Source: an optimization exercise on an open RTL-to-GDS flow (aim: small area, a short achievable clock period and few clock cycles per item). Production flows keep margins and buffers that such runs may drop. No run shown here included a check of the RTL's function; only the layout flow was run. Power and IR drop assume default switching activity.

## design/flow/design.v

```verilog
`default_nettype none
module aes_tmi_byte
(
    input  wire [7:0] i,
    output wire [7:0] o
);
    wire t1 = i[4] ^ i[5];
    wire t2 = i[1] ^ i[2];
    wire t3 = i[7] ^ t2;
    assign o[0] = t1;
    wire t4 = i[0] ^ i[1];
    assign o[1] = i[5] ^ t4;
    assign o[2] = i[1] ^ t1;
    wire t5 = i[0] ^ i[4];
    assign o[3] = t2 ^ t5;
    assign o[4] = t3;
    wire t6 = i[0] ^ i[6];
    assign o[5] = t1 ^ t6;
    wire t7 = i[3] ^ t1;
    assign o[6] = t3 ^ t7;
    assign o[7] = i[6] ^ t3;
endmodule
module aes_g_byte
(
    input  wire [7:0] i,
    output wire [7:0] o
);
    wire t1 = i[5] ^ i[7];
    wire t2 = i[2] ^ i[3];
    wire t3 = i[4] ^ i[6];
    wire t4 = i[1] ^ i[5];
    wire t5 = t1 ^ t2;
    wire t6 = i[0] ^ t3;
    assign o[0] = t5 ^ t6;
    assign o[1] = i[7];
    assign o[2] = i[4] ^ t1;
    wire t7 = i[3] ^ i[6];
    assign o[3] = t4 ^ t7;
    wire t8 = i[7] ^ t2;
    assign o[4] = t3 ^ t8;
    assign o[5] = t5;
    assign o[6] = t3 ^ t4;
    assign o[7] = t1;
endmodule
module aes_tinv_byte
(
    input  wire [7:0] i,
    output wire [7:0] o
);
    wire t1 = i[4] ^ i[5];
    wire t2 = i[2] ^ i[7];
    wire t3 = i[1] ^ i[7];
    wire t4 = i[3] ^ i[6];
    wire t5 = i[0] ^ i[4];
    assign o[0] = t3 ^ t5;
    assign o[1] = i[6] ^ t1;
    wire t6 = i[2] ^ i[5];
    assign o[2] = t4 ^ t6;
    assign o[3] = t2 ^ t4;
    assign o[4] = t2;
    assign o[5] = t3;
    wire t7 = i[1] ^ i[2];
    assign o[6] = t1 ^ t7;
    assign o[7] = i[1];
endmodule
module aes_lin_col
(
    input  wire [31:0] i,
    output wire [31:0] o
);
    wire t1 = i[3] ^ i[26];
    wire t2 = i[10] ^ i[11];
    wire t3 = i[18] ^ i[27];
    wire t4 = i[0] ^ i[21];
    wire t5 = i[19] ^ i[28];
    wire t6 = i[5] ^ i[16];
    wire t7 = i[2] ^ i[12];
    wire t8 = i[8] ^ i[29];
    wire t9 = i[13] ^ i[24];
    wire t10 = i[4] ^ i[20];
    wire t11 = i[15] ^ i[31];
    wire t12 = i[7] ^ i[23];
    wire t13 = i[6] ^ t2;
    wire t14 = i[30] ^ t7;
    wire t15 = i[22] ^ i[25];
    wire t16 = i[14] ^ i[17];
    wire t17 = i[9] ^ t4;
    wire t18 = i[1] ^ t9;
    wire t19 = t6 ^ t15;
    wire t20 = i[23] ^ t3;
    wire t21 = i[25] ^ t5;
    wire t22 = i[4] ^ t8;
    wire t23 = i[31] ^ t1;
    wire t24 = i[27] ^ t12;
    wire t25 = i[3] ^ t11;
    wire t26 = t10 ^ t17;
    wire t27 = t6 ^ t13;
    wire t28 = i[14] ^ i[22];
    wire t29 = i[0] ^ i[20];
    wire t30 = i[11] ^ i[17];
    wire t31 = i[1] ^ i[2];
    wire t32 = i[6] ^ i[14];
    wire t33 = i[26] ^ i[30];
    wire t34 = t3 ^ t16;
    wire t35 = i[2] ^ t1;
    wire t36 = t9 ^ t11;
    wire t37 = i[15] ^ t10;
    wire t38 = i[19] ^ t12;
    wire t39 = i[28] ^ t14;
    wire t40 = i[12] ^ t18;
    wire t41 = t19 ^ t30;
    wire t42 = t14 ^ t29;
    wire t43 = i[8] ^ i[10];
    wire t44 = i[21] ^ i[30];
    wire t45 = i[5] ^ i[22];
    wire t46 = i[10] ^ i[29];
    wire t47 = i[1] ^ i[16];
    wire t48 = i[9] ^ i[22];
    wire t49 = i[9] ^ i[24];
    wire t50 = i[18] ^ i[20];
    wire t51 = t1 ^ t16;
    wire t52 = i[6] ^ t4;
    wire t53 = i[8] ^ t3;
    wire t54 = i[7] ^ t5;
    wire t55 = t1 ^ t28;
    wire t56 = i[16] ^ t5;
    wire t57 = t2 ^ t8;
    wire t58 = i[15] ^ t2;
    wire t59 = i[26] ^ t24;
    wire t60 = t8 ^ t18;
    wire t61 = t22 ^ t31;
    wire t62 = t21 ^ t32;
    wire t63 = t13 ^ t17;
    wire t64 = t15 ^ t52;
    wire t65 = i[17] ^ t13;
    wire t66 = t6 ^ t38;
    wire t67 = t20 ^ t23;
    wire t68 = i[10] ^ t19;
    wire t69 = i[19] ^ t25;
    wire t70 = i[7] ^ t27;
    wire t71 = t42 ^ t54;
    wire t72 = t27 ^ t40;
    wire t73 = i[12] ^ t11;
    wire t74 = t3 ^ t73;
    assign o[0] = t62 ^ t74;
    wire t75 = i[0] ^ i[24];
    wire t76 = i[4] ^ t7;
    wire t77 = t75 ^ t76;
    wire t78 = t41 ^ t59;
    assign o[1] = t77 ^ t78;
    wire t79 = t33 ^ t43;
    wire t80 = t5 ^ t20;
    wire t81 = t37 ^ t79;
    wire t82 = t64 ^ t80;
    assign o[2] = t81 ^ t82;
    wire t83 = i[5] ^ t33;
    wire t84 = t34 ^ t36;
    assign o[3] = t83 ^ t84;
    wire t85 = i[14] ^ i[21];
    wire t86 = i[2] ^ t85;
    wire t87 = t21 ^ t37;
    wire t88 = t53 ^ t86;
    wire t89 = t87 ^ t88;
    assign o[4] = t70 ^ t89;
    wire t90 = i[18] ^ i[3];
    wire t91 = t90 ^ t37;
    wire t92 = t39 ^ t41;
    wire t93 = t60 ^ t91;
    assign o[5] = t92 ^ t93;
    wire t94 = i[30] ^ t4;
    wire t95 = t18 ^ t21;
    wire t96 = t24 ^ t35;
    wire t97 = t58 ^ t94;
    wire t98 = t95 ^ t96;
    assign o[6] = t97 ^ t98;
    wire t99 = i[13] ^ i[9];
    wire t100 = t99 ^ t14;
    wire t101 = t22 ^ t25;
    wire t102 = t100 ^ t101;
    assign o[7] = t68 ^ t102;
    wire t103 = i[1] ^ t10;
    wire t104 = t103 ^ t24;
    assign o[8] = t55 ^ t104;
    wire t105 = i[25] ^ t43;
    wire t106 = t105 ^ t18;
    wire t107 = t106 ^ t42;
    assign o[9] = t69 ^ t107;
    wire t108 = t32 ^ t47;
    wire t109 = t108 ^ t22;
    wire t110 = t109 ^ t39;
    assign o[10] = t67 ^ t110;
    wire t111 = i[13] ^ t12;
    wire t112 = t111 ^ t35;
    assign o[11] = t112 ^ t64;
    wire t113 = i[15] ^ i[4];
    wire t114 = t113 ^ t46;
    wire t115 = t114 ^ t20;
    wire t116 = t55 ^ t56;
    wire t117 = t115 ^ t116;
    assign o[12] = t40 ^ t117;
    wire t118 = i[23] ^ t33;
    wire t119 = t118 ^ t21;
    wire t120 = t119 ^ t26;
    assign o[13] = t120 ^ t72;
    wire t121 = t20 ^ t61;
    wire t122 = t63 ^ t69;
    assign o[14] = t121 ^ t122;
    wire t123 = i[17] ^ t12;
    wire t124 = t44 ^ t50;
    wire t125 = t123 ^ t124;
    assign o[15] = t125 ^ t72;
    wire t126 = i[11] ^ t48;
    wire t127 = t126 ^ t25;
    assign o[16] = t127 ^ t39;
    wire t128 = i[20] ^ i[28];
    wire t129 = t12 ^ t128;
    wire t130 = t47 ^ t129;
    wire t131 = t53 ^ t130;
    assign o[17] = t63 ^ t131;
    wire t132 = t10 ^ t28;
    wire t133 = t49 ^ t7;
    wire t134 = t132 ^ t133;
    wire t135 = t23 ^ t134;
    assign o[18] = t135 ^ t70;
    wire t136 = i[14] ^ t11;
    wire t137 = t31 ^ t44;
    wire t138 = t136 ^ t137;
    assign o[19] = t57 ^ t138;
    wire t139 = i[11] ^ i[24];
    wire t140 = t139 ^ t45;
    wire t141 = t14 ^ t140;
    wire t142 = t141 ^ t26;
    assign o[20] = t67 ^ t142;
    wire t143 = i[31] ^ i[6];
    wire t144 = t143 ^ t5;
    wire t145 = t7 ^ t144;
    wire t146 = t34 ^ t145;
    wire t147 = t26 ^ t60;
    assign o[21] = t146 ^ t147;
    wire t148 = i[12] ^ i[9];
    wire t149 = t148 ^ t23;
    wire t150 = t34 ^ t57;
    wire t151 = t149 ^ t150;
    assign o[22] = t66 ^ t151;
    wire t152 = i[26] ^ i[29];
    wire t153 = t152 ^ t50;
    wire t154 = t153 ^ t17;
    wire t155 = t36 ^ t154;
    assign o[23] = t62 ^ t155;
    wire t156 = i[30] ^ t10;
    wire t157 = t156 ^ t38;
    assign o[24] = t157 ^ t65;
    wire t158 = i[18] ^ t11;
    wire t159 = t49 ^ t158;
    wire t160 = t22 ^ t51;
    wire t161 = t56 ^ t159;
    assign o[25] = t160 ^ t161;
    wire t162 = i[18] ^ i[22];
    wire t163 = t16 ^ t162;
    wire t164 = t9 ^ t163;
    wire t165 = t58 ^ t164;
    assign o[26] = t165 ^ t71;
    wire t166 = i[18] ^ i[6];
    wire t167 = t166 ^ t46;
    wire t168 = t48 ^ t167;
    assign o[27] = t168 ^ t66;
    wire t169 = i[13] ^ t8;
    wire t170 = t169 ^ t23;
    wire t171 = t170 ^ t65;
    assign o[28] = t171 ^ t71;
    wire t172 = i[12] ^ i[27];
    wire t173 = i[28] ^ i[7];
    wire t174 = t172 ^ t173;
    wire t175 = t8 ^ t174;
    wire t176 = t51 ^ t175;
    wire t177 = t26 ^ t68;
    assign o[29] = t176 ^ t177;
    wire t178 = i[19] ^ i[20];
    wire t179 = i[7] ^ t178;
    wire t180 = t3 ^ t179;
    wire t181 = t35 ^ t36;
    wire t182 = t180 ^ t181;
    assign o[30] = t41 ^ t182;
    wire t183 = i[28] ^ t16;
    wire t184 = t4 ^ t45;
    wire t185 = t183 ^ t184;
    wire t186 = t185 ^ t59;
    assign o[31] = t61 ^ t186;
endmodule
module aes_norm_byte
(
    input  wire [7:0] z,
    output wire [3:0] d
);
    wire n9 = z[0] ^ z[2];
    wire n10 = z[6] ^ n9;
    wire n11 = z[7] ^ n10;
    wire n12 = z[2] ^ z[4];
    wire n13 = z[5] ^ n12;
    wire n14 = z[1] ^ z[3];
    wire n15 = z[5] ^ n14;
    wire n16 = z[6] ^ n15;
    wire n17 = z[3] ^ z[4];
    wire n18 = z[5] ^ n17;
    wire n19 = z[6] ^ n18;
    wire n20 = z[0] & z[4];
    wire n21 = z[1] & z[4];
    wire n22 = z[0] & z[5];
    wire n23 = n21 ^ n22;
    wire n24 = z[2] & z[4];
    wire n25 = z[1] & z[5];
    wire n26 = z[0] & z[6];
    wire n27 = n24 ^ n25;
    wire n28 = n26 ^ n27;
    wire n29 = z[3] & z[4];
    wire n30 = z[2] & z[5];
    wire n31 = z[1] & z[6];
    wire n32 = z[0] & z[7];
    wire n33 = n29 ^ n30;
    wire n34 = n31 ^ n32;
    wire n35 = n33 ^ n34;
    wire n36 = z[3] & z[5];
    wire n37 = z[2] & z[6];
    wire n38 = z[1] & z[7];
    wire n39 = n36 ^ n37;
    wire n40 = n38 ^ n39;
    wire n41 = z[3] & z[6];
    wire n42 = z[2] & z[7];
    wire n43 = n41 ^ n42;
    wire n44 = z[3] & z[7];
    wire n45 = n20 ^ n40;
    wire n46 = n23 ^ n43;
    wire n47 = n40 ^ n46;
    wire n48 = n28 ^ n44;
    wire n49 = n43 ^ n48;
    wire n50 = n35 ^ n44;
    wire n51 = n11 ^ n45;
    wire n52 = n13 ^ n47;
    wire n53 = n16 ^ n49;
    wire n54 = n19 ^ n50;
    assign d[0] = n51;
    assign d[1] = n52;
    assign d[2] = n53;
    assign d[3] = n54;
endmodule
module aes_s1_byte
(
    input  wire [7:0] z,
    input  wire [3:0] d,
    output wire [7:0] o
);
    wire [3:0] th;
    assign th[0] = (d == 4'd1) | (d == 4'd2) | (d == 4'd4) | (d == 4'd5) | (d == 4'd6) | (d == 4'd8) | (d == 4'd11) | (d == 4'd14);
    assign th[1] = (d == 4'd3) | (d == 4'd5) | (d == 4'd6) | (d == 4'd7) | (d == 4'd8) | (d == 4'd9) | (d == 4'd12) | (d == 4'd14);
    assign th[2] = (d == 4'd3) | (d == 4'd4) | (d == 4'd6) | (d == 4'd7) | (d == 4'd8) | (d == 4'd10) | (d == 4'd11) | (d == 4'd13);
    assign th[3] = (d == 4'd2) | (d == 4'd3) | (d == 4'd4) | (d == 4'd5) | (d == 4'd8) | (d == 4'd10) | (d == 4'd12) | (d == 4'd15);
    wire m12 = th[0] & z[0];
    wire m13 = th[1] & z[0];
    wire m14 = th[0] & z[1];
    wire m15 = m13 ^ m14;
    wire m16 = th[2] & z[0];
    wire m17 = th[1] & z[1];
    wire m18 = th[0] & z[2];
    wire m19 = m16 ^ m17;
    wire m20 = m18 ^ m19;
    wire m21 = th[3] & z[0];
    wire m22 = th[2] & z[1];
    wire m23 = th[1] & z[2];
    wire m24 = th[0] & z[3];
    wire m25 = m21 ^ m22;
    wire m26 = m23 ^ m24;
    wire m27 = m25 ^ m26;
    wire m28 = th[3] & z[1];
    wire m29 = th[2] & z[2];
    wire m30 = th[1] & z[3];
    wire m31 = m28 ^ m29;
    wire m32 = m30 ^ m31;
    wire m33 = th[3] & z[2];
    wire m34 = th[2] & z[3];
    wire m35 = m33 ^ m34;
    wire m36 = th[3] & z[3];
    wire m37 = m12 ^ m32;
    wire m38 = m15 ^ m35;
    wire m39 = m32 ^ m38;
    wire m40 = m20 ^ m36;
    wire m41 = m35 ^ m40;
    wire m42 = m27 ^ m36;
    wire m43 = th[0] & z[4];
    wire m44 = th[1] & z[4];
    wire m45 = th[0] & z[5];
    wire m46 = m44 ^ m45;
    wire m47 = th[2] & z[4];
    wire m48 = th[1] & z[5];
    wire m49 = th[0] & z[6];
    wire m50 = m47 ^ m48;
    wire m51 = m49 ^ m50;
    wire m52 = th[3] & z[4];
    wire m53 = th[2] & z[5];
    wire m54 = th[1] & z[6];
    wire m55 = th[0] & z[7];
    wire m56 = m52 ^ m53;
    wire m57 = m54 ^ m55;
    wire m58 = m56 ^ m57;
    wire m59 = th[3] & z[5];
    wire m60 = th[2] & z[6];
    wire m61 = th[1] & z[7];
    wire m62 = m59 ^ m60;
    wire m63 = m61 ^ m62;
    wire m64 = th[3] & z[6];
    wire m65 = th[2] & z[7];
    wire m66 = m64 ^ m65;
    wire m67 = th[3] & z[7];
    wire m68 = m43 ^ m63;
    wire m69 = m46 ^ m66;
    wire m70 = m63 ^ m69;
    wire m71 = m51 ^ m67;
    wire m72 = m66 ^ m71;
    wire m73 = m58 ^ m67;
    assign o[0] = m37;
    assign o[1] = m39;
    assign o[2] = m41;
    assign o[3] = m42;
    assign o[4] = m68;
    assign o[5] = m70;
    assign o[6] = m72;
    assign o[7] = m73;
endmodule
module aes_inv_s1
(
    input  wire [127:0] x,
    input  wire [63:0]  d,
    input  wire [127:0] kg,
    output wire [127:0] a
);
    wire [127:0] q;
    aes_s1_byte u_0_0 (.z(x[127:120]), .d(d[63:60]), .o(q[127:120]));
    aes_s1_byte u_0_1 (.z(x[119:112]), .d(d[59:56]), .o(q[119:112]));
    aes_s1_byte u_0_2 (.z(x[111:104]), .d(d[55:52]), .o(q[111:104]));
    aes_s1_byte u_0_3 (.z(x[103:96]), .d(d[51:48]), .o(q[103:96]));
    aes_s1_byte u_1_0 (.z(x[95:88]), .d(d[47:44]), .o(q[95:88]));
    aes_s1_byte u_1_1 (.z(x[87:80]), .d(d[43:40]), .o(q[87:80]));
    aes_s1_byte u_1_2 (.z(x[79:72]), .d(d[39:36]), .o(q[79:72]));
    aes_s1_byte u_1_3 (.z(x[71:64]), .d(d[35:32]), .o(q[71:64]));
    aes_s1_byte u_2_0 (.z(x[63:56]), .d(d[31:28]), .o(q[63:56]));
    aes_s1_byte u_2_1 (.z(x[55:48]), .d(d[27:24]), .o(q[55:48]));
    aes_s1_byte u_2_2 (.z(x[47:40]), .d(d[23:20]), .o(q[47:40]));
    aes_s1_byte u_2_3 (.z(x[39:32]), .d(d[19:16]), .o(q[39:32]));
    aes_s1_byte u_3_0 (.z(x[31:24]), .d(d[15:12]), .o(q[31:24]));
    aes_s1_byte u_3_1 (.z(x[23:16]), .d(d[11:8]), .o(q[23:16]));
    aes_s1_byte u_3_2 (.z(x[15:8]), .d(d[7:4]), .o(q[15:8]));
    aes_s1_byte u_3_3 (.z(x[7:0]), .d(d[3:0]), .o(q[7:0]));
    assign a = q ^ kg;
endmodule
module aes_norms
(
    input  wire [127:0] x,
    output wire [63:0]  d
);
    aes_norm_byte n_0_0 (.z(x[127:120]), .d(d[63:60]));
    aes_norm_byte n_0_1 (.z(x[119:112]), .d(d[59:56]));
    aes_norm_byte n_0_2 (.z(x[111:104]), .d(d[55:52]));
    aes_norm_byte n_0_3 (.z(x[103:96]), .d(d[51:48]));
    aes_norm_byte n_1_0 (.z(x[95:88]), .d(d[47:44]));
    aes_norm_byte n_1_1 (.z(x[87:80]), .d(d[43:40]));
    aes_norm_byte n_1_2 (.z(x[79:72]), .d(d[39:36]));
    aes_norm_byte n_1_3 (.z(x[71:64]), .d(d[35:32]));
    aes_norm_byte n_2_0 (.z(x[63:56]), .d(d[31:28]));
    aes_norm_byte n_2_1 (.z(x[55:48]), .d(d[27:24]));
    aes_norm_byte n_2_2 (.z(x[47:40]), .d(d[23:20]));
    aes_norm_byte n_2_3 (.z(x[39:32]), .d(d[19:16]));
    aes_norm_byte n_3_0 (.z(x[31:24]), .d(d[15:12]));
    aes_norm_byte n_3_1 (.z(x[23:16]), .d(d[11:8]));
    aes_norm_byte n_3_2 (.z(x[15:8]), .d(d[7:4]));
    aes_norm_byte n_3_3 (.z(x[7:0]), .d(d[3:0]));
endmodule
module aes_inv_s2
(
    input  wire [127:0] a,
    output wire [127:0] y
);
    wire [127:0] v;
    aes_lin_col l_0 (.i({a[103:96], a[111:104], a[119:112], a[127:120]}), .o({v[103:96], v[111:104], v[119:112], v[127:120]}));
    aes_lin_col l_1 (.i({a[71:64], a[79:72], a[87:80], a[95:88]}), .o({v[71:64], v[79:72], v[87:80], v[95:88]}));
    aes_lin_col l_2 (.i({a[39:32], a[47:40], a[55:48], a[63:56]}), .o({v[39:32], v[47:40], v[55:48], v[63:56]}));
    aes_lin_col l_3 (.i({a[7:0], a[15:8], a[23:16], a[31:24]}), .o({v[7:0], v[15:8], v[23:16], v[31:24]}));
    assign y[127:120] = v[127:120];
    assign y[119:112] = v[23:16];
    assign y[111:104] = v[47:40];
    assign y[103:96] = v[71:64];
    assign y[95:88] = v[95:88];
    assign y[87:80] = v[119:112];
    assign y[79:72] = v[15:8];
    assign y[71:64] = v[39:32];
    assign y[63:56] = v[63:56];
    assign y[55:48] = v[87:80];
    assign y[47:40] = v[111:104];
    assign y[39:32] = v[7:0];
    assign y[31:24] = v[31:24];
    assign y[23:16] = v[55:48];
    assign y[15:8] = v[79:72];
    assign y[7:0] = v[103:96];
endmodule
module aes_z0
(
    input  wire [127:0] ct,
    input  wire [127:0] k10,
    output wire [127:0] z
);
    wire [127:0] t;
    aes_tmi_byte m_0_0 (.i(ct[127:120] ^ k10[127:120]), .o(t[127:120]));
    aes_tmi_byte m_0_1 (.i(ct[23:16] ^ k10[23:16]), .o(t[119:112]));
    aes_tmi_byte m_0_2 (.i(ct[47:40] ^ k10[47:40]), .o(t[111:104]));
    aes_tmi_byte m_0_3 (.i(ct[71:64] ^ k10[71:64]), .o(t[103:96]));
    aes_tmi_byte m_1_0 (.i(ct[95:88] ^ k10[95:88]), .o(t[95:88]));
    aes_tmi_byte m_1_1 (.i(ct[119:112] ^ k10[119:112]), .o(t[87:80]));
    aes_tmi_byte m_1_2 (.i(ct[15:8] ^ k10[15:8]), .o(t[79:72]));
    aes_tmi_byte m_1_3 (.i(ct[39:32] ^ k10[39:32]), .o(t[71:64]));
    aes_tmi_byte m_2_0 (.i(ct[63:56] ^ k10[63:56]), .o(t[63:56]));
    aes_tmi_byte m_2_1 (.i(ct[87:80] ^ k10[87:80]), .o(t[55:48]));
    aes_tmi_byte m_2_2 (.i(ct[111:104] ^ k10[111:104]), .o(t[47:40]));
    aes_tmi_byte m_2_3 (.i(ct[7:0] ^ k10[7:0]), .o(t[39:32]));
    aes_tmi_byte m_3_0 (.i(ct[31:24] ^ k10[31:24]), .o(t[31:24]));
    aes_tmi_byte m_3_1 (.i(ct[55:48] ^ k10[55:48]), .o(t[23:16]));
    aes_tmi_byte m_3_2 (.i(ct[79:72] ^ k10[79:72]), .o(t[15:8]));
    aes_tmi_byte m_3_3 (.i(ct[103:96] ^ k10[103:96]), .o(t[7:0]));
    assign z = t ^ {16{8'h33}};
endmodule
module aes_g_word
(
    input  wire [31:0] i,
    output wire [31:0] o
);
    aes_g_byte b0 (.i(i[31:24]), .o(o[31:24]));
    aes_g_byte b1 (.i(i[23:16]), .o(o[23:16]));
    aes_g_byte b2 (.i(i[15:8]), .o(o[15:8]));
    aes_g_byte b3 (.i(i[7:0]), .o(o[7:0]));
endmodule
module aes_tinv_word
(
    input  wire [31:0] i,
    output wire [31:0] o
);
    aes_tinv_byte b0 (.i(i[31:24]), .o(o[31:24]));
    aes_tinv_byte b1 (.i(i[23:16]), .o(o[23:16]));
    aes_tinv_byte b2 (.i(i[15:8]), .o(o[15:8]));
    aes_tinv_byte b3 (.i(i[7:0]), .o(o[7:0]));
endmodule
module aes_kc_word
(
    output wire [31:0] o
);
    assign o = 32'hfdfdfdfd;
endmodule
`default_nettype wire
`default_nettype none
module aes_round_key_store
(
    input  logic         clk,
    input  logic         key_we,
    input  logic [5:0]   key_addr,
    input  logic [31:0]  key_wdata,
    input  logic [9:0]   round_sel,    
    output logic [127:0] round_key,    
    output logic [127:0] last_key      
);
    logic [31:0] mem [44];
    logic [31:0] wdata_g;
    logic [31:0] kc;
    logic        pend_q;
    logic [5:0]  pend_addr_q;
    logic [31:0] pend_data_q;
    aes_g_word i_g (
        .i (pend_data_q),
        .o (wdata_g)
    );
    aes_kc_word i_kc (
        .o (kc)
    );
    always_ff @(posedge clk)
    begin
        pend_q      <= key_we && (key_addr < 6'd40);
        pend_addr_q <= key_addr;
        pend_data_q <= key_wdata;
    end
    always_ff @(posedge clk)
    begin
        for (int i = 0; i < 44; i++)
        begin
            if (i >= 40)
            begin
                if (key_we && (key_addr == 6'(i)))
                begin
                    mem[i] <= key_wdata;
                end
            end
            else if (pend_q && (pend_addr_q == 6'(i)))
            begin
                mem[i] <= (i >= 4) ? (wdata_g ^ kc) : wdata_g;
            end
        end
    end
    assign last_key = {mem[40], mem[41], mem[42], mem[43]};
    always_comb
    begin
        round_key = '0;
        for (int r = 0; r < 10; r++)
        begin
            if (round_sel[r])
            begin
                round_key = round_key | {mem[4 * r], mem[4 * r + 1], mem[4 * r + 2], mem[4 * r + 3]};
            end
        end
    end
endmodule
`default_nettype wire
`default_nettype none
module aes_dec_regs
(
    input  logic         clk,
    input  logic         reset,
    input  logic [11:0]  paddr,
    input  logic         psel,
    input  logic         penable,
    input  logic         pwrite,
    input  logic [31:0]  pwdata,
    output logic [31:0]  prdata,
    output logic         pready,
    output logic         pslverr,
    input  logic         fin,         
    input  logic [127:0] plaintext,   
    output logic         key_we,
    output logic [5:0]   key_addr,
    output logic [31:0]  key_wdata,
    output logic         start,
    output logic [127:0] ciphertext
);
    logic        busy;
    logic        done;
    logic        busy_n;
    logic        done_n;
    logic        key_hit;
    logic        din_hit;
    logic        ctrl_hit;
    logic        stat_hit;
    logic        dout_hit;
    logic        err_n;
    logic [31:0] rd_n;
    logic [31:0] prdata_q;
    logic        err_q;
    logic        wr_q;       
    logic        key_q;
    logic        din_q;
    logic        ctrl_q;
    logic [5:0]  widx_q;
    logic        we;
    logic [31:0] ct_word;
    logic [31:0] pt_word;
    logic [31:0] pt_std;
    assign busy_n = busy && !fin;
    assign done_n = done || fin;
    assign key_hit  = (paddr < 12'h0b0);
    assign din_hit  = (paddr[11:4] == 8'h10);
    assign ctrl_hit = (paddr[11:2] == 10'h044);
    assign stat_hit = (paddr[11:2] == 10'h045);
    assign dout_hit = (paddr[11:4] == 8'h12);
    assign err_n = !(key_hit || din_hit || ctrl_hit || stat_hit || dout_hit)
                   || (pwrite && busy_n && (key_hit || din_hit || ctrl_hit))
                   || (pwrite && (stat_hit || dout_hit));
    assign ct_word = ciphertext[127 - 32 * paddr[3:2] -: 32];
    assign pt_word = plaintext[127 - 32 * paddr[3:2] -: 32];
    aes_tinv_word i_pt_back (
        .i (pt_word),
        .o (pt_std)
    );
    always_comb
    begin
        rd_n = '0;  
        if (stat_hit)
        begin
            rd_n = {30'd0, done_n, busy_n};
        end
        else if (din_hit)
        begin
            rd_n = ct_word;
        end
        else if (dout_hit)
        begin
            rd_n = pt_std;
        end
    end
    always_ff @(posedge clk)
    begin
        prdata_q <= rd_n;
        err_q    <= err_n;
        wr_q     <= pwrite && !err_n;
        key_q    <= key_hit;
        din_q    <= din_hit;
        ctrl_q   <= ctrl_hit;
        widx_q   <= paddr[7:2];
    end
    assign prdata  = prdata_q;
    assign pslverr = err_q;
    assign pready  = 1'b1;  
    assign we        = psel && penable && wr_q;
    assign key_we    = we && key_q;
    assign key_addr  = widx_q;
    assign key_wdata = pwdata;
    assign start     = we && ctrl_q && pwdata[0];
    always_ff @(posedge clk)
    begin
        if (we && din_q)
        begin
            ciphertext[127 - 32 * widx_q[1:0] -: 32] <= pwdata;
        end
    end
    always_ff @(posedge clk)
    begin
        if (reset)
        begin
            busy <= 1'b0;
            done <= 1'b0;
        end
        else if (start)
        begin
            busy <= 1'b1;
            done <= 1'b0;
        end
        else if (fin)
        begin
            busy <= 1'b0;
            done <= 1'b1;
        end
    end
endmodule
`default_nettype wire
`default_nettype none
module aes_dec_engine
(
    input  logic         clk,
    input  logic         reset,
    input  logic         start,
    input  logic [127:0] ciphertext,
    input  logic [127:0] last_key,
    input  logic [127:0] round_key,
    output logic [9:0]   round_sel,   
    output logic         fin,         
    output logic [127:0] plaintext
);
    logic         run;
    logic         ph;        
    logic [9:0]   rsel;      
    logic         pend_q;
    logic         z_ok_q;    
    logic         go;
    logic [127:0] state_q;
    logic [63:0]  norm_q;    
    logic [127:0] state_d;
    logic [63:0]  norm_d;
    logic [127:0] a_q;
    logic [127:0] z0;
    logic [127:0] s1_out;
    logic [127:0] s2_out;
    assign round_sel = rsel;
    assign plaintext = a_q;
    aes_z0 i_z0 (
        .ct  (ciphertext),
        .k10 (last_key),
        .z   (z0)
    );
    aes_inv_s1 i_s1 (
        .x  (state_q),
        .d  (norm_q),
        .kg (round_key),
        .a  (s1_out)
    );
    aes_inv_s2 i_s2 (
        .a (a_q),
        .y (s2_out)
    );
    assign go  = (start || pend_q) && z_ok_q && !run;
    assign fin = run && ph && rsel[0];
    assign state_d = run ? s2_out : z0;
    aes_norms i_norms (
        .x (state_d),
        .d (norm_d)
    );
    always_ff @(posedge clk)
    begin
        state_q <= state_d;
        norm_q  <= norm_d;
        if (go || (run && !ph))
        begin
            a_q <= s1_out;
        end
    end
    always_ff @(posedge clk)
    begin
        if (reset)
        begin
            run    <= 1'b0;
            ph     <= 1'b0;
            rsel   <= 10'b10_0000_0000;
            pend_q <= 1'b0;
            z_ok_q <= 1'b0;
        end
        else
        begin
            pend_q <= (start || pend_q) && !go;
            z_ok_q <= !run;
            if (go)
            begin
                run  <= 1'b1;
                ph   <= 1'b1;
                rsel <= 10'b01_0000_0000;
            end
            else if (run)
            begin
                ph <= !ph;
                if (!ph)
                begin
                    if (rsel[0])
                    begin
                        run  <= 1'b0;
                        rsel <= 10'b10_0000_0000;
                    end
                    else
                    begin
                        rsel <= rsel >> 1;
                    end
                end
            end
        end
    end
endmodule
`default_nettype wire
`default_nettype none
module aes_dec_top
(
    input  logic        clk,
    input  logic        reset,
    input  logic [11:0] paddr,
    input  logic        psel,
    input  logic        penable,
    input  logic        pwrite,
    input  logic [31:0] pwdata,
    output logic [31:0] prdata,
    output logic        pready,
    output logic        pslverr
);
    logic         key_we;
    logic [5:0]   key_addr;
    logic [31:0]  key_wdata;
    logic         start;
    logic         fin;
    logic [127:0] ciphertext;
    logic [127:0] plaintext;
    logic [127:0] round_key;
    logic [127:0] last_key;
    logic [9:0]   round_sel;
    aes_dec_regs i_aes_dec_regs (
        .clk        (clk),
        .reset      (reset),
        .paddr      (paddr),
        .psel       (psel),
        .penable    (penable),
        .pwrite     (pwrite),
        .pwdata     (pwdata),
        .prdata     (prdata),
        .pready     (pready),
        .pslverr    (pslverr),
        .fin        (fin),
        .plaintext  (plaintext),
        .key_we     (key_we),
        .key_addr   (key_addr),
        .key_wdata  (key_wdata),
        .start      (start),
        .ciphertext (ciphertext)
    );
    aes_round_key_store i_aes_round_key_store (
        .clk       (clk),
        .key_we    (key_we),
        .key_addr  (key_addr),
        .key_wdata (key_wdata),
        .round_sel (round_sel),
        .round_key (round_key),
        .last_key  (last_key)
    );
    aes_dec_engine i_aes_dec_engine (
        .clk        (clk),
        .reset      (reset),
        .start      (start),
        .ciphertext (ciphertext),
        .last_key   (last_key),
        .round_key  (round_key),
        .round_sel  (round_sel),
        .fin        (fin),
        .plaintext  (plaintext)
    );
endmodule
`default_nettype wire
```

## design/flow/flow/run.sh

```bash
#!/bin/bash
# The standard layout (standard.sh, its synthesis unchanged) with two changes to how the layout
# is made: the port buffers are buf_2 cells, and timing repair works until the setup slack reaches
# SETUP_SLACK_MARGIN, well above zero at the 10 ns clock. The tools' output goes to standard.log.
set -euo pipefail
export SETUP_SLACK_MARGIN=7.0
export BUFFER_PORTS_ARGS="-buffer_cell sky130_fd_sc_hd__buf_2"
bash standard.sh > standard.log 2>&1
```

## design/flow/standard.sh

```bash
#!/bin/bash
# synth_recipe.tcl (not shown) runs the flow's synth.tcl, then flattens the netlist and writes it again
# the make line also repeats each setting of config.mk as NAME=value (left out here)
make -C /OpenROAD-flow-scripts/flow DESIGN_CONFIG=/design/flow/config.mk WORK_HOME=/design/flow/orfs CLKGATE_MAP_FILE= SYNTH_SCRIPT=/design/flow/synth_recipe.tcl "${@:-finish}"
```

## design/flow/config.mk

```make
export PLATFORM = sky130hd
export DESIGN_NAME = aes_dec_top
export DESIGN_NICKNAME = aes_dec_top
export VERILOG_FILES = /design/flow/design.v
export SDC_FILE = /design/flow/constraint.sdc
export NUM_CORES = 8
export LEC_CHECK = 0
export CAP_MARGIN = 20
export CORE_MARGIN = 2
export CORE_UTILIZATION = 60
export CTS_CLUSTER_DIAMETER = 100
export CTS_CLUSTER_SIZE = 25
export SLEW_MARGIN = 20
export TNS_END_PERCENT = 5
```

## design/flow/constraint.sdc

```tcl
create_clock -name core_clock -period 10.0 [get_ports {clk}]
set_input_delay 2.0000 -clock core_clock [delete_from_list [all_inputs] [get_ports {clk}]]
set_output_delay 2.0000 -clock core_clock [all_outputs]
set_load 0.01 [all_outputs]
```

==> results of run 1 <==
cells by family (layout without fill, tap and decap cells):
logic type,after synthesis,in the layout,synth area share [%]
AO/OA/AOI/OAI,1248,1248,8.95
XOR/XNOR,2048,2048,21.8
adder cells (fa/ha/maj),39,39,0.503
buffers and inverters,649,988,2.65
flip-flops,1954,1954,57.5
multiplexers,151,151,2.48
other,1,13,0.00386
AND/OR/NAND/NOR,1363,1365,6.13
routing by layer:
| metal | routed length [microns] | track usage, % |
|---|---|---|
| met5 | 15 | 0 |
| met3 | 37300 | 8.93 |
| met1 | 123000 | 54.1 |
| met2 | 139000 | 56.3 |
| met4 | 20200 | 19.7 |
where the power goes:
group / switching (uW) / leakage [uW] / internal (uW)
Combinational: 542 / 0.0196 / 142
Sequential: 22.2 / 0.0174 / 9060
Clock: 2650 / 0.00134 / 1860
Total: 3210 / 0.0384 / 11100
timing repair:
item | 4_1_cts | 5_1_grt
pin swaps | 123 | 20
hold buffers | 0 | 0
cloned | 7 | 3
buffers inserted | 348 | 29
gates resized for setup | 463 | 51
setup endpoints to repair | 821 | 927
state kept, by name, summed over array words and instances (netlist names), 6 cells and up:
| register | count |
|---|---|
| i_aes_round_key_store.pend_data_q | 32 |
| i_aes_dec_engine.state_q | 128 |
| i_aes_dec_engine.a_q | 128 |
| i_aes_dec_engine.norm_q | 64 |
| i_aes_dec_regs.ciphertext | 128 |
| i_aes_dec_regs.prdata_q | 32 |
| i_aes_dec_engine.rsel | 10 |
| i_aes_round_key_store.mem | 1408 |
| i_aes_dec_regs.widx_q | 6 |
| i_aes_round_key_store.pend_addr_q | 6 |
layout make-up:
cell class	count	area, sq um
sequential	1954	55900
fill	11400	51400
multi-input combinational	4852	41800
clock buffer	144	2500
inverter	229	888
timing repair inverter	4	25.0
clock inverter	16	343
tap	2160	2700
antenna	12	30.0
timing repair buffer	595	5040
cells in the mapped netlist, drive strengths merged (2+ instances only):
library cell,count
a211oi,32
a21o,9
a21oi,139
a221o,3
a221oi,131
a22o,129
a22oi,419
a311oi,3
a31o,7
a31oi,14
a32oi,11
and2,15
and3,5
buf,140
clkbuf,280
dfxtp,290
edfxtp,1664
ha,39
inv,229
mux2,31
mux2i,56
mux4,64
nand2,786
nand2b,39
nand3,17
nand3b,22
nand4,128
nor2,256
nor2b,47
nor3,21
nor3b,9
o21a,22
o21ai,290
o221ai,2
o22ai,10
o32ai,20
or2,6
or3,4
or3b,3
or4b,2
xnor2,1425
xnor3,193
xor2,404
xor3,26
stage by stage:
stage / util [%] / hold WS [ns] / instances / total power [uW]
after global placement: 62.2 / 0.477 / 9403 / 9890
after CTS: 67.6 / 0.478 / 9918 / 14200
after detailed placement: 62.2 / 0.479 / 9403 / 9910
after floorplan: - / 0.332 / 7453 / 9560
final: 68.0 / 0.502 / 9966 / 14300
after global routing: 68.0 / 0.516 / 9959 / 14600
how the worst max path moves through the flow:
stage / start / endpoint / slack (ns)
2_1_floorplan: paddr[9] / i_aes_dec_regs.wr_q / 6.09
3_3_place_gp: paddr[3] / i_aes_dec_regs.prdata_q[0] / 5.22
3_5_place_dp: paddr[3] / i_aes_dec_regs.prdata_q[0] / 5.18
4_1_cts: i_aes_dec_regs.prdata_q[5] / prdata[5] / 6.63
5_1_grt: i_aes_dec_engine.a_q[99] / i_aes_dec_engine.norm_q[1] / 6.63
6_report: i_aes_dec_regs.prdata_q[12] / prdata[12] / 6.64
==> run notes, run 1 <==
status=complete, no violations; Slew Viols, Final=0; crit path kind=reg -> out; die width=roughly 410 microns; worst r2r src=i_aes_dec_regs.ciphertext[111]; CTS Buf Count=91; Synth top area share=about half; most common cell after layout, fill and taps aside=edfxtp_1; average instance area after synthesis=13.0 sq um; Residual DRC=0; largest net degree at the start of global routing=just over 100; CTS tree=built; first-pass GRT wire length=between 400 and 500 mm; # IOs=83; GP Congestion=about 1.0; Starting Density=60.4%; Hold Crit Start=i_aes_dec_engine.run; routed len/inst=between 30 and 40 microns; number of stages on the worst setup path=1; Mapped Nets=7541; post-layout net count=~7.8k; Fin. Hold Viols=0; CP top delay family=flip-flops; Post-synth EDFFs=1664; Req. time, crit path=8.00 ns; detail-routed via count per cell=6.39; Reg2Reg Setup Slack=6.65 ns; Overall Global Routing Usage=38.5%; Slew HR=23.9%; ranking of synthesized cells by area=edfxtp_1 (51%), xnor2_1 (13%), dfxtp_1 (6.0%); CP Max Fanout=1; crit end category=primary output; Max Cap Viol=0; fraction of layout cells with a size suffix above 1=16.3%; commonest cells after routing, fill and taps aside=edfxtp_1 (1664), xnor2_1 (1271), nand2_1 (781); fin area=109000 sq um; Synth async-reset ratio=0%; YS warnings=4; full die area=~160000 sq um; post-place instance area=99900 sq um; RSZ-0062 raised after global routing=true; Synth Instances=7453; Die Y-Extent=406 microns; Reg clk slew, reported paths=0.10 ns; worst-skew pair later-pin latency=0.78 ns; worst setup margin=6.64 ns; drt first pass iters=6; PD cells=131 nW/um^2; VDD IR max=187 uV; core area=~160000 sq um; sequential area share after synthesis=57.5%; worst reg-to-reg path cell count=9; Worst setup SP type=register; worst-margin pin slew=1.13 ns; Synth Cell Area=97000 sq um; fmax=roughly 0.30 GHz; cell taking the most area after synthesis=edfxtp_1; Worst EP arrival=1.36 ns; post-DP HPWL=204 mm; initial antenna violation count=18; end point of the worst hold path=i_aes_dec_engine.z_ok_q; # setup viols final=0; Routed WL=320 mm; slowest CP cell=dfxtp_2; dpl ws=5.18 ns; Hold Path Depth=1; post-synthesis cell type count=75; reg-to-reg endpoint=i_aes_dec_engine.norm_q[22]; root buf cell=clkbuf_16; slowest stage delay, CP=0.43 ns; LEAKAGE=0.0384 uW; post-route setup TNS=0 ns; Yosys reg bits=1954; number of port buffers=79; Final min period=around 3.4 ns; H-tree levels=3; commonest register cell after synthesis=edfxtp_1; Area Growth Syn to Fin=12.5%; grt total ovfl=0; clock skew=0.0546 ns; Site Rows=147; Cell Chain, Critical Path=buf_2; CTS Sinks=about 2.0k; CTS Buffer Depth=3; Tcrit/Tclk final=33.6%; Routed Antenna Nets=0; vias in the first global route=59.0k; CP Buf/Inv Count=1; vias=63.7k; worst hold-check path type=reg -> reg; Initial DRC Count=9195
==> run 2: changes to the inputs <==
--- a/design/flow/design.v
+++ b/design/flow/design.v
@@ -692,7 +692,7 @@
     begin
         prdata_q <= rd_n;
         err_q    <= err_n;
-        wr_q     <= pwrite && !err_n;
+        wr_q     <= psel && !penable && pwrite && !err_n;
         key_q    <= key_hit;
         din_q    <= din_hit;
         ctrl_q   <= ctrl_hit;
@@ -701,7 +701,7 @@
     assign prdata  = prdata_q;
     assign pslverr = err_q;
     assign pready  = 1'b1;  
-    assign we        = psel && penable && wr_q;
+    assign we        = wr_q;  
     assign key_we    = we && key_q;
     assign key_addr  = widx_q;
     assign key_wdata = pwdata;
--- a/design/flow/config.mk
+++ b/design/flow/config.mk
@@ -7,7 +7,7 @@
 export LEC_CHECK = 0
 export CAP_MARGIN = 20
 export CORE_MARGIN = 2
-export CORE_UTILIZATION = 60
+export CORE_UTILIZATION = 40
 export CTS_CLUSTER_DIAMETER = 100
 export CTS_CLUSTER_SIZE = 25
 export SLEW_MARGIN = 20
==> run notes, run 2 <==
post-route setup TNS=0 ns (unchanged); worst-skew pair later-pin latency=0.79 ns (about the same); root buf cell=clkbuf_16; Area Growth Syn to Fin=12.6% (about the same); first-pass GRT wire length=453 mm (+1.6%); Most Used Layer, Global Route=met2; Post-CTS Hold Fix Bufs=0 (unchanged); largest net degree at the start of global routing=130 (+26%); die width=497 microns (+22%); Initial DRC Count=8089 (-12%); Die Y-Extent=497 microns (+22%); Site Rows=181 (+23%); dpl ws=4.93 ns (-0.243 ns); full die area=247000 sq um (+50%); Cell Chain, Critical Path=xnor2_1 > xnor2_1 > xnor2_1 > xnor2_1 > mux2i_1 > mux2i_1 > xor2_1 > o22ai_1 > xnor2_1; P_int=11100 uW (about the same); Slew HR=26.9% (+3.0 points); CP top delay family=XOR/XNOR gates; drt first pass iters=6 (unchanged); most used cell, CP=xnor2_1; CTS Buf Count=93 (+2.2%); Reg clk slew, reported paths=0.10 ns (about the same); initial antenna violation count=35 (+17); clock share of power=31.7% (about the same); # setup viols final=0 (unchanged); Fin. Hold Viols=0 (unchanged); register share of total power=63.6% (about the same); Max Cap Viol=0 (unchanged); worst hold-check path type=reg -> reg; Top reg by flops=i_aes_round_key_store.mem; Residual DRC=0 (unchanged); Comb pwr share=4.8% (about the same); vias=62.9k (-1.1%); grt total ovfl=0 (unchanged); Synth top area share=51.3% (-0.17 points); fin util=45.2% (-23 points); post-DP HPWL=209 mm (+2.4%); worst-margin pin slew=1.10 ns (-0.0370 ns); worst setup margin=6.56 ns (-0.0847 ns); post-layout net count=7736 (-1.0%); commonest register cell after synthesis=edfxtp_1; switch share=22.6% (+0.039 points); YS warnings=4 (unchanged); ranking of synthesized cells by area=edfxtp_1 (51%), xnor2_1 (12%), dfxtp_1 (6.0%); routed len/inst=29.7 microns (-7.4%); share of the synthesized netlist area taken by xor and xnor gates=21.9% (+0.083 points); CTS Buffer Depth=3 (unchanged); met3 usage=4.54% (-4.4 points); max reg flops=1408 (unchanged); LEAKAGE=0.0379 uW (-1.2%); VDD IR max=140 uV (-26%); Starting Density=40.1% (-20 points); RSZ-0062 raised after global routing=true; cell taking the most area after synthesis=edfxtp_1; vias in the first global route=59.2k (+0.35%); Post-synth EDFFs=1664 (unchanged); CTS tree=built; fmax=0.290 GHz (-2.5%); commonest cells after routing, fill and taps aside=edfxtp_1 (1664), xnor2_1 (1273), nand2_1 (780); multiplexer share of the synthesized area=2.57% (+0.096 points); Synth Cell Area=97400 sq um (+0.34%); most common cell after layout, fill and taps aside=edfxtp_1; PD cells=130 nW/um^2 (-0.33%); Worst EP arrival=4.15 ns (+2.79 ns); Req. time, crit path=10.71 ns (+2.71 ns); GR met1 Demand/Resource=36.0% (-18 points); Synth Area in Compound Gates=9.00% (+0.051 points); Final min period=3.44 ns (+0.0847 ns); average instance area after synthesis=13.1 sq um (+0.55%); Psw=3220 uW (+0.27%); core area=243000 sq um (+51%); largest family of logic cells by synthesized area=XOR/XNOR gates; filler instances=21.4k (+89%); crit path kind=reg -> reg; crit end category=register; Slew Viols, Final=0 (unchanged); CP Buf/Inv Count=0 (-1); Overall Global Routing Usage=25.5% (-13 points); slowest stage delay, CP=0.79 ns (+0.36 ns); Routed Antenna Nets=0 (unchanged); detail-routed via count per cell=5.76 (-9.8%); Simple-Gate Fraction of Synth Area=6.10% (-0.024 points); Synth async-reset ratio=0% (unchanged); Synth Area in Adders=0.501% (-0.0017 points); slowest CP cell=xnor2_1; CP Max Fanout=5 (+4); CTS Sinks=1954 (unchanged); most common cell in the netlist=edfxtp_1; H-tree levels=3 (unchanged); Worst setup SP type=register; number of port buffers=79 (unchanged); Commonest cells post-synth=edfxtp_1 (1664), xnor2_1 (1357), nand2_1 (782); GP Congestion=0.977 (-2.8%); Mapped Nets=7525 (-0.21%); clock skew=0.0346 ns (-0.0200 ns); post-synthesis cell type count=73 (-2.7%); fraction of layout cells with a size suffix above 1=14.9% (-1.3 points); Synth Instances=7437 (-0.21%); met2 Resource Use GR=38.2% (-18 points); Tcrit/Tclk final=34.4% (+0.85 points); # IOs=83 (unchanged); Yosys reg bits=1954 (unchanged); sequential area share after synthesis=57.3% (-0.19 points); status=complete, no violations; Routed WL=325 mm (+1.5%)
run 2: cell types whose count changed after synthesis, sizes merged, moves of 7 or more:
| cell | delta |
|---|---|
| o22ai | +9 |
| o21ai | -24 |
| clkbuf | -14 |
| inv | -12 |
| nor2 | -9 |
| xnor2 | -51 |
| buf | +19 |
| xor2 | +30 |
| a221oi | +7 |
| xnor3 | +7 |
run 2: path summary, 6_finish.rpt:
check	slack, ns	endpoint	startpoint	depth (start not counted)
worst max-delay path	6.56	i_aes_dec_engine.norm_q[45]	i_aes_dec_regs.ciphertext[92]	9
worst min-delay path	0.37	i_aes_round_key_store.pend_addr_q[5]	i_aes_dec_regs.widx_q[5]	0
worst max register to register	6.56	i_aes_dec_engine.norm_q[45]	i_aes_dec_regs.ciphertext[92]	9
worst min register to register	0.37	i_aes_round_key_store.pend_addr_q[5]	i_aes_dec_regs.widx_q[5]	0
run 2: logic make-up after synthesis:
| group | after synthesis |
|---|---|
| AO/OA/AOI/OAI | 1244 |
| XOR/XNOR | 2039 |
| adder cells (fa/ha/maj) | 39 |
| buffers and inverters | 643 |
| flip-flops | 1954 |
| multiplexers | 157 |
| other | 1 |
| AND/OR/NAND/NOR | 1360 |
run 2: area by class of cell:
class / instances / area, sq um / area share [%]
Tap cell: 3202 / 4010 / 3.65
Antenna cell: 16 / 40.0 / 0.0365
Inverter: 218 / 866 / 0.790
Multi-Input combinational cell: 4841 / 41400 / 37.8
Sequential cell: 1954 / 55800 / 50.9
Clock inverter: 18 / 305 / 0.278
Clock buffer: 135 / 2530 / 2.31
Timing Repair Buffer: 531 / 4580 / 4.18
Timing Repair inverter: 9 / 60.1 / 0.0548
run 2: what timing repair did:
item | in CTS | in global routing
buffers inserted | 294 | 33
hold endpoints to repair | 0 | 0
endpoints found under the setup margin | 968 | 1066
resized for setup | 294 | 93
pin swaps | 72 | 26
gates cloned | 9 | 7
run 2: through the flow:
step / hold slack, ns / cells / area, sq um / total power (uW)
2_1_floorplan: 0.332 / 7437 / 97400 / 9560
3_3_place_gp: 0.367 / 10400 / 101000 / 9840
3_5_place_dp: 0.359 / 10400 / 101000 / 9860
4_1_cts: 0.371 / 10900 / 109000 / 14300
5_1_grt: 0.376 / 10900 / 110000 / 14700
6_report: 0.374 / 10900 / 110000 / 14300
run 2: layer usage:
layer,part of all wire [%],vias to the layer above
li1,-,27100
met1,41,32000
met2,44,3248
met3,9.4,558
met4,5.2,4
met5,0.0068,-
run 2: power by group through the flow:
stage	Sequential [uW]	Combinational (uW)	Clock, uW
after floorplan	9260	296	0
after global placement	9270	565	0
after detailed placement	9270	590	0
after CTS	9090	629	4580
after global routing	9090	724	4850
final	9080	681	4520
==> run 3: changes to the inputs <==
--- a/design/flow/design.v
+++ b/design/flow/design.v
@@ -20,6 +20,27 @@
     assign o[6] = t3 ^ t7;
     assign o[7] = i[6] ^ t3;
 endmodule
+module aes_mt_byte
+(
+    input  wire [7:0] i,
+    output wire [7:0] o
+);
+    wire t1 = i[4] ^ i[7];
+    wire t2 = i[1] ^ i[2];
+    wire t3 = i[5] ^ t1;
+    wire t4 = i[0] ^ t3;
+    assign o[0] = t4;
+    assign o[1] = i[0] ^ i[2];
+    wire t5 = i[0] ^ i[1];
+    assign o[2] = i[3] ^ t5;
+    wire t6 = i[0] ^ i[4];
+    assign o[3] = i[6] ^ t6;
+    assign o[4] = t2 ^ t4;
+    assign o[5] = t2 ^ t3;
+    assign o[6] = t1;
+    wire t7 = i[3] ^ i[4];
+    assign o[7] = t2 ^ t7;
+endmodule
 module aes_g_byte
 (
     input  wire [7:0] i,
@@ -506,24 +527,42 @@
     input  wire [127:0] k10,
     output wire [127:0] z
 );
-    wire [127:0] t;
-    aes_tmi_byte m_0_0 (.i(ct[127:120] ^ k10[127:120]), .o(t[127:120]));
-    aes_tmi_byte m_0_1 (.i(ct[23:16] ^ k10[23:16]), .o(t[119:112]));
-    aes_tmi_byte m_0_2 (.i(ct[47:40] ^ k10[47:40]), .o(t[111:104]));
-    aes_tmi_byte m_0_3 (.i(ct[71:64] ^ k10[71:64]), .o(t[103:96]));
-    aes_tmi_byte m_1_0 (.i(ct[95:88] ^ k10[95:88]), .o(t[95:88]));
-    aes_tmi_byte m_1_1 (.i(ct[119:112] ^ k10[119:112]), .o(t[87:80]));
-    aes_tmi_byte m_1_2 (.i(ct[15:8] ^ k10[15:8]), .o(t[79:72]));
-    aes_tmi_byte m_1_3 (.i(ct[39:32] ^ k10[39:32]), .o(t[71:64]));
-    aes_tmi_byte m_2_0 (.i(ct[63:56] ^ k10[63:56]), .o(t[63:56]));
-    aes_tmi_byte m_2_1 (.i(ct[87:80] ^ k10[87:80]), .o(t[55:48]));
-    aes_tmi_byte m_2_2 (.i(ct[111:104] ^ k10[111:104]), .o(t[47:40]));
-    aes_tmi_byte m_2_3 (.i(ct[7:0] ^ k10[7:0]), .o(t[39:32]));
-    aes_tmi_byte m_3_0 (.i(ct[31:24] ^ k10[31:24]), .o(t[31:24]));
-    aes_tmi_byte m_3_1 (.i(ct[55:48] ^ k10[55:48]), .o(t[23:16]));
-    aes_tmi_byte m_3_2 (.i(ct[79:72] ^ k10[79:72]), .o(t[15:8]));
-    aes_tmi_byte m_3_3 (.i(ct[103:96] ^ k10[103:96]), .o(t[7:0]));
-    assign z = t ^ {16{8'h33}};
+    assign z[127:120] = ct[127:120] ^ k10[127:120];
+    assign z[119:112] = ct[23:16] ^ k10[23:16];
+    assign z[111:104] = ct[47:40] ^ k10[47:40];
+    assign z[103:96] = ct[71:64] ^ k10[71:64];
+    assign z[95:88] = ct[95:88] ^ k10[95:88];
+    assign z[87:80] = ct[119:112] ^ k10[119:112];
+    assign z[79:72] = ct[15:8] ^ k10[15:8];
+    assign z[71:64] = ct[39:32] ^ k10[39:32];
+    assign z[63:56] = ct[63:56] ^ k10[63:56];
+    assign z[55:48] = ct[87:80] ^ k10[87:80];
+    assign z[47:40] = ct[111:104] ^ k10[111:104];
+    assign z[39:32] = ct[7:0] ^ k10[7:0];
+    assign z[31:24] = ct[31:24] ^ k10[31:24];
+    assign z[23:16] = ct[55:48] ^ k10[55:48];
+    assign z[15:8] = ct[79:72] ^ k10[79:72];
+    assign z[7:0] = ct[103:96] ^ k10[103:96];
+endmodule
+module aes_tmi_word
+(
+    input  wire [31:0] i,
+    output wire [31:0] o
+);
+    aes_tmi_byte b0 (.i(i[31:24]), .o(o[31:24]));
+    aes_tmi_byte b1 (.i(i[23:16]), .o(o[23:16]));
+    aes_tmi_byte b2 (.i(i[15:8]), .o(o[15:8]));
+    aes_tmi_byte b3 (.i(i[7:0]), .o(o[7:0]));
+endmodule
+module aes_mt_word
+(
+    input  wire [31:0] i,
+    output wire [31:0] o
+);
+    aes_mt_byte b0 (.i(i[31:24]), .o(o[31:24]));
+    aes_mt_byte b1 (.i(i[23:16]), .o(o[23:16]));
+    aes_mt_byte b2 (.i(i[15:8]), .o(o[15:8]));
+    aes_mt_byte b3 (.i(i[7:0]), .o(o[7:0]));
 endmodule
 module aes_g_word
 (
@@ -551,6 +590,12 @@
 );
     assign o = 32'hfdfdfdfd;
 endmodule
+module aes_c63_word
+(
+    output wire [31:0] o
+);
+    assign o = {4{8'h33}};
+endmodule
 `default_nettype wire
 `default_nettype none
 module aes_round_key_store
@@ -559,12 +604,14 @@
     input  logic         key_we,
     input  logic [5:0]   key_addr,
     input  logic [31:0]  key_wdata,
+    input  logic [31:0]  wdata_z,      
     input  logic [9:0]   round_sel,    
     output logic [127:0] round_key,    
     output logic [127:0] last_key      
 );
     logic [31:0] mem [44];
     logic [31:0] wdata_g;
+    logic [31:0] c63;
     logic [31:0] kc;
     logic        pend_q;
     logic [5:0]  pend_addr_q;
@@ -576,6 +623,9 @@
     aes_kc_word i_kc (
         .o (kc)
     );
+    aes_c63_word i_c63 (
+        .o (c63)
+    );
     always_ff @(posedge clk)
     begin
         pend_q      <= key_we && (key_addr < 6'd40);
@@ -590,7 +640,7 @@
             begin
                 if (key_we && (key_addr == 6'(i)))
                 begin
-                    mem[i] <= key_wdata;
+                    mem[i] <= wdata_z ^ c63;
                 end
             end
             else if (pend_q && (pend_addr_q == 6'(i)))
@@ -632,7 +682,8 @@
     output logic [5:0]   key_addr,
     output logic [31:0]  key_wdata,
     output logic         start,
-    output logic [127:0] ciphertext
+    output logic [31:0]  wdata_z,     
+    output logic [127:0] ciphertext   
 );
     logic        busy;
     logic        done;
@@ -655,6 +706,7 @@
     logic        we;
     logic [31:0] ct_word;
     logic [31:0] pt_word;
+    logic [31:0] ct_std;
     logic [31:0] pt_std;
     assign busy_n = busy && !fin;
     assign done_n = done || fin;
@@ -668,10 +720,18 @@
                    || (pwrite && (stat_hit || dout_hit));
     assign ct_word = ciphertext[127 - 32 * paddr[3:2] -: 32];
     assign pt_word = plaintext[127 - 32 * paddr[3:2] -: 32];
+    aes_mt_word i_ct_back (
+        .i (ct_word),
+        .o (ct_std)
+    );
     aes_tinv_word i_pt_back (
         .i (pt_word),
         .o (pt_std)
     );
+    aes_tmi_word i_wdata_z (
+        .i (pwdata),
+        .o (wdata_z)
+    );
     always_comb
     begin
         rd_n = '0;  
@@ -681,7 +741,7 @@
         end
         else if (din_hit)
         begin
-            rd_n = ct_word;
+            rd_n = ct_std;
         end
         else if (dout_hit)
         begin
@@ -710,7 +770,7 @@
     begin
         if (we && din_q)
         begin
-            ciphertext[127 - 32 * widx_q[1:0] -: 32] <= pwdata;
+            ciphertext[127 - 32 * widx_q[1:0] -: 32] <= wdata_z;
         end
     end
     always_ff @(posedge clk)
@@ -856,6 +916,7 @@
     logic [127:0] plaintext;
     logic [127:0] round_key;
     logic [127:0] last_key;
+    logic [31:0]  wdata_z;
     logic [9:0]   round_sel;
     aes_dec_regs i_aes_dec_regs (
         .clk        (clk),
@@ -874,6 +935,7 @@
         .key_addr   (key_addr),
         .key_wdata  (key_wdata),
         .start      (start),
+        .wdata_z    (wdata_z),
         .ciphertext (ciphertext)
     );
     aes_round_key_store i_aes_round_key_store (
@@ -881,6 +943,7 @@
         .key_we    (key_we),
         .key_addr  (key_addr),
         .key_wdata (key_wdata),
+        .wdata_z   (wdata_z),
         .round_sel (round_sel),
         .round_key (round_key),
         .last_key  (last_key)
==> run notes, run 3 <==
YS warnings=4 (unchanged); worst r2r src=i_aes_dec_regs.widx_q[0]; Synth async-reset ratio=0% (unchanged); Starting Density=40.1% (about the same); Req. time, crit path=10.64 ns (-0.07 ns); grt total ovfl=0 (unchanged); Mapped Nets=7381 (-1.9%); Top reg by flops=i_aes_round_key_store.mem; Reg2Reg Setup Slack=6.60 ns (+0.04 ns); average instance area after synthesis=13.1 sq um (-0.23%); hold_ws=0.500 ns (+0.127 ns); Psw=3300 uW (+2.6%); most used cell, CP=buf_4; Worst setup SP type=register; Post-Place Cells=10.2k (-1.8%); max reg flops=1408 (unchanged); cell taking the most area after synthesis=edfxtp_1; crit end category=register; Routed WL=337 mm (+3.7%); slowest stage delay, CP=0.81 ns (+0.02 ns); post-DP HPWL=207 mm (-0.95%); die width=492 microns (-1.1%); worst-skew pair later-pin latency=0.81 ns (+0.02 ns); LEAKAGE=0.0379 uW (-0.14%); Synth Instances=7293 (-1.9%); first-pass GRT wire length=460 mm (+1.5%); post-route setup TNS=0 ns (unchanged); Comb pwr share=5.2% (+0.4 points); status=complete, no violations; fmax=0.294 GHz (+1.3%); full die area=242000 sq um (-2.1%); Synth Cell Area=95200 sq um (-2.2%); Area Growth Syn to Fin=14.8%; routed len/inst=31.2 microns (+4.7%); CP Max Fanout=35 (+30); commonest cells after routing, fill and taps aside=edfxtp_1 (1664), xnor2_1 (1117), nand2_1 (647); Commonest cells post-synth=edfxtp_1 (1664), xnor2_1 (1236), nand2_1 (654); post-synthesis cell type count=78 (+6.8%); FF/Latch Area=55800 sq um (about the same); most common cell after layout, fill and taps aside=edfxtp_1; largest net degree at the start of global routing=101 (-22%); Tcrit/Tclk final=34.0% (-0.43 points); vias=63.1k (+0.24%); P_int=11200 uW (+0.82%); detail-routed via count per cell=5.83 (+1.3%); Site Rows=179 (-1.1%); Worst EP arrival=4.05 ns (-0.10 ns); reg-to-reg endpoint=i_aes_dec_regs.ciphertext[30]; post-layout net count=7650 (-1.1%); fin util=46.0% (+0.85 points); Post-synth EDFFs=1664 (unchanged); PD cells=132 nW/um^2 (+1.5%); most common cell in the netlist=edfxtp_1; register share of total power=63.0% (-0.6 points); Non-Filler Instances=10.8k (-1.0%); Hold Path Depth=2 (+2); vias in the first global route=59.1k (-0.17%); Routed Antenna Nets=0 (unchanged); sequential area share after synthesis=58.6% (+1.3 points); post-place instance area=99200 sq um (-2.1%); fin area=109000 sq um (-0.28%); CTS Buffer Depth=3 (unchanged); worst reg-to-reg path cell count=5 (-4); H-tree levels=3 (unchanged); slowest CP cell=dfxtp_1; Residual DRC=0 (unchanged); # IOs=83 (unchanged); Slew Viols, Final=0 (unchanged); clock share of power=31.8% (about the same); Initial DRC Count=8266 (+2.2%); Overall Global Routing Usage=26.7% (+1.2 points); CTS Buf Count=93 (unchanged); Synth top area share=52.5% (+1.1 points); Max Cap Viol=0 (unchanged); drt first pass iters=6 (unchanged); switch share=22.8% (+0.30 points); end point of the worst hold path=i_aes_dec_regs.busy; Fin. Hold Viols=0 (unchanged); ranking of synthesized cells by area=edfxtp_1 (52%), xnor2_1 (11%), dfxtp_1 (6.1%); Final min period=3.40 ns (-0.0426 ns); Cell Chain, Critical Path=ha_1 > buf_4 > nand3b_1 > buf_4 > o22ai_1; Hold Crit Start=i_aes_dec_regs.busy; initial antenna violation count=16 (-54%); Slew HR=18.3% (-8.6 points); RSZ-0062 raised after global routing=true; worst-margin pin slew=1.22 ns (+0.121 ns); multi-input logic area=39500 sq um (-4.5%); # setup viols final=0 (unchanged); number of port buffers=79 (unchanged); clock skew=0.0541 ns (+0.0195 ns); root buf cell=clkbuf_16; VDD IR max=153 uV (+9.8%); GP Congestion=0.964 (-1.3%); Yosys reg bits=1954 (unchanged); filler instances=20.9k (-2.4%); commonest register cell after synthesis=edfxtp_1; crit path kind=reg -> reg; Reg clk slew, reported paths=0.11 ns (about the same); CTS tree=built; core area=237000 sq um (-2.1%); CTS Sinks=1954 (unchanged); Die Y-Extent=492 microns (-1.1%); fraction of layout cells with a size suffix above 1=16.1% (+1.2 points); worst hold-check path type=reg -> reg
==> run 3: cell count changes in the layout (fill, tap and decap cells not counted), sizes merged, moves of 26 or more <==
cell,previous run,this run
mux2i,61,27
buf,523,583
xnor3,200,148
o21ai,266,225
xnor2,1374,1251
clkbuf,137,163
inv,212,257
xor2,434,482
nand2,783,656
o22ai,19,162
==> run 3: worst max-delay path: cells and delay by family, from the launching register on <==
kind | cells | cell delay [ns]
simple gates | 1 | 0.70
fa+ha+maj | 1 | 0.39
flops | 1 | 0.81
compound gates | 1 | 0.19
buf+inv | 2 | 1.09
==> run 3: area by class of cell <==
class,count,share of cell area [%]
sequential,1954,51.1
multi-input combinational,4650,36.2
timing repair buffer,603,5.48
tap,3167,3.62
clock buffer,151,2.37
inverter,256,0.917
clock inverter,21,0.317
timing repair inverter,4,0.0206
antenna,8,0.0183
==> run 3: repair_timing <==
| item | 4_1_cts | 5_1_grt |
|---|---|---|
| endpoints found under the setup margin | 835 | 1013 |
| pin swaps | 111 | 20 |
| gates resized for setup | 395 | 89 |
| buffers inserted | 326 | 60 |
| hold buffers | 0 | 0 |
| gates cloned | 18 | 9 |
==> run 3: per-stage QoR <==
step | setup slack, ns | power (uW)
4_1_cts | 6.69 | 14500
5_1_grt | 6.56 | 14800
2_1_floorplan | 6.06 | 9680
3_3_place_gp | 4.87 | 9960
6_report | 6.60 | 14500
3_5_place_dp | 4.86 | 9990
==> run 3: how the worst max path moves through the flow <==
| stage | cells after the start | slack (ns) | startpoint | to |
|---|---|---|---|---|
| floorplan | 7 | 6.06 | paddr[3] | i_aes_dec_regs.prdata_q[4] |
| global placement | 8 | 4.87 | paddr[3] | i_aes_dec_regs.prdata_q[28] |
| detailed placement | 8 | 4.86 | paddr[3] | i_aes_dec_regs.prdata_q[28] |
| CTS | 1 | 6.69 | i_aes_dec_regs.prdata_q[31] | prdata[31] |
| global route | 10 | 6.56 | i_aes_dec_engine.a_q[91] | i_aes_dec_engine.norm_q[5] |
| finish | 5 | 6.60 | i_aes_dec_regs.widx_q[0] | i_aes_dec_regs.ciphertext[30] |
==> run 3: power groups by stage <==
stage                     clock, uW  sequential, uW  combinational (uW)
after CTS                      4630            9110                 736
after global placement            0            9300                 657
final                          4590            9110                 757
after floorplan                   0            9290                 391
after detailed placement          0            9300                 686
after global routing           4910            9120                 806
==> run 3: per-layer routing <==
metal	routed length [microns]	track usage, %	vias to the layer above	part of all wire [%]
met2	150000	40.4	3419	44
li1	-	-	27000	-
met4	18000	12.7	10	5.3
met3	34000	5.50	627	10
met1	135000	36.7	32100	40
met5	57	0	-	0.017
==> run 3: logic make-up after synthesis <==
logic type	synth area share, %
fa+ha+maj	0.512
simple gates	5.57
flops	58.6
other cells	0.00394
xor+xnor	20.2
compound gates	10.2
mux	2.11
buf+inv	2.85

==> port drivers added, routing unchanged <==
Ports are ideal in the flow. The routed layouts listed here were re-timed in OpenROAD.
Step 1 assumes that a clkbuf_16 drives the clock port and a buf_2 every other input.
Step 2 adds t to the input delays and takes it off the output delays; t is the mean of the earliest and latest rising clock arrival at the registers after step 1. Input paths then give back, and output paths get back, about the clock's delay inside the block.
a / b / c = no drivers / after step 1 / after step 2; a / b = the first two.
| run | shift t [ns] | setup WS [ns] | worst setup path after step 2 | clock arrival spread, ns | pins driven straight from the clock port |
|---|---|---|---|---|---|
| run 1 | 0.838 | 6.640 / 6.557 / 5.890 | input to register | 0.058 / 0.058 | 1 |
| run 2 | 0.865 | 6.555 / 6.519 / 5.795 | input to register | 0.038 / 0.038 | 1 |
| run 3 | 0.877 | 6.598 / 6.598 / 5.825 | input to register | 0.060 / 0.060 | 1 |
After both steps every run listed still meets setup and hold. The setup slack of run 3, which loses most, moves by 0.000 ns with the drivers and by -0.773 ns with both steps.
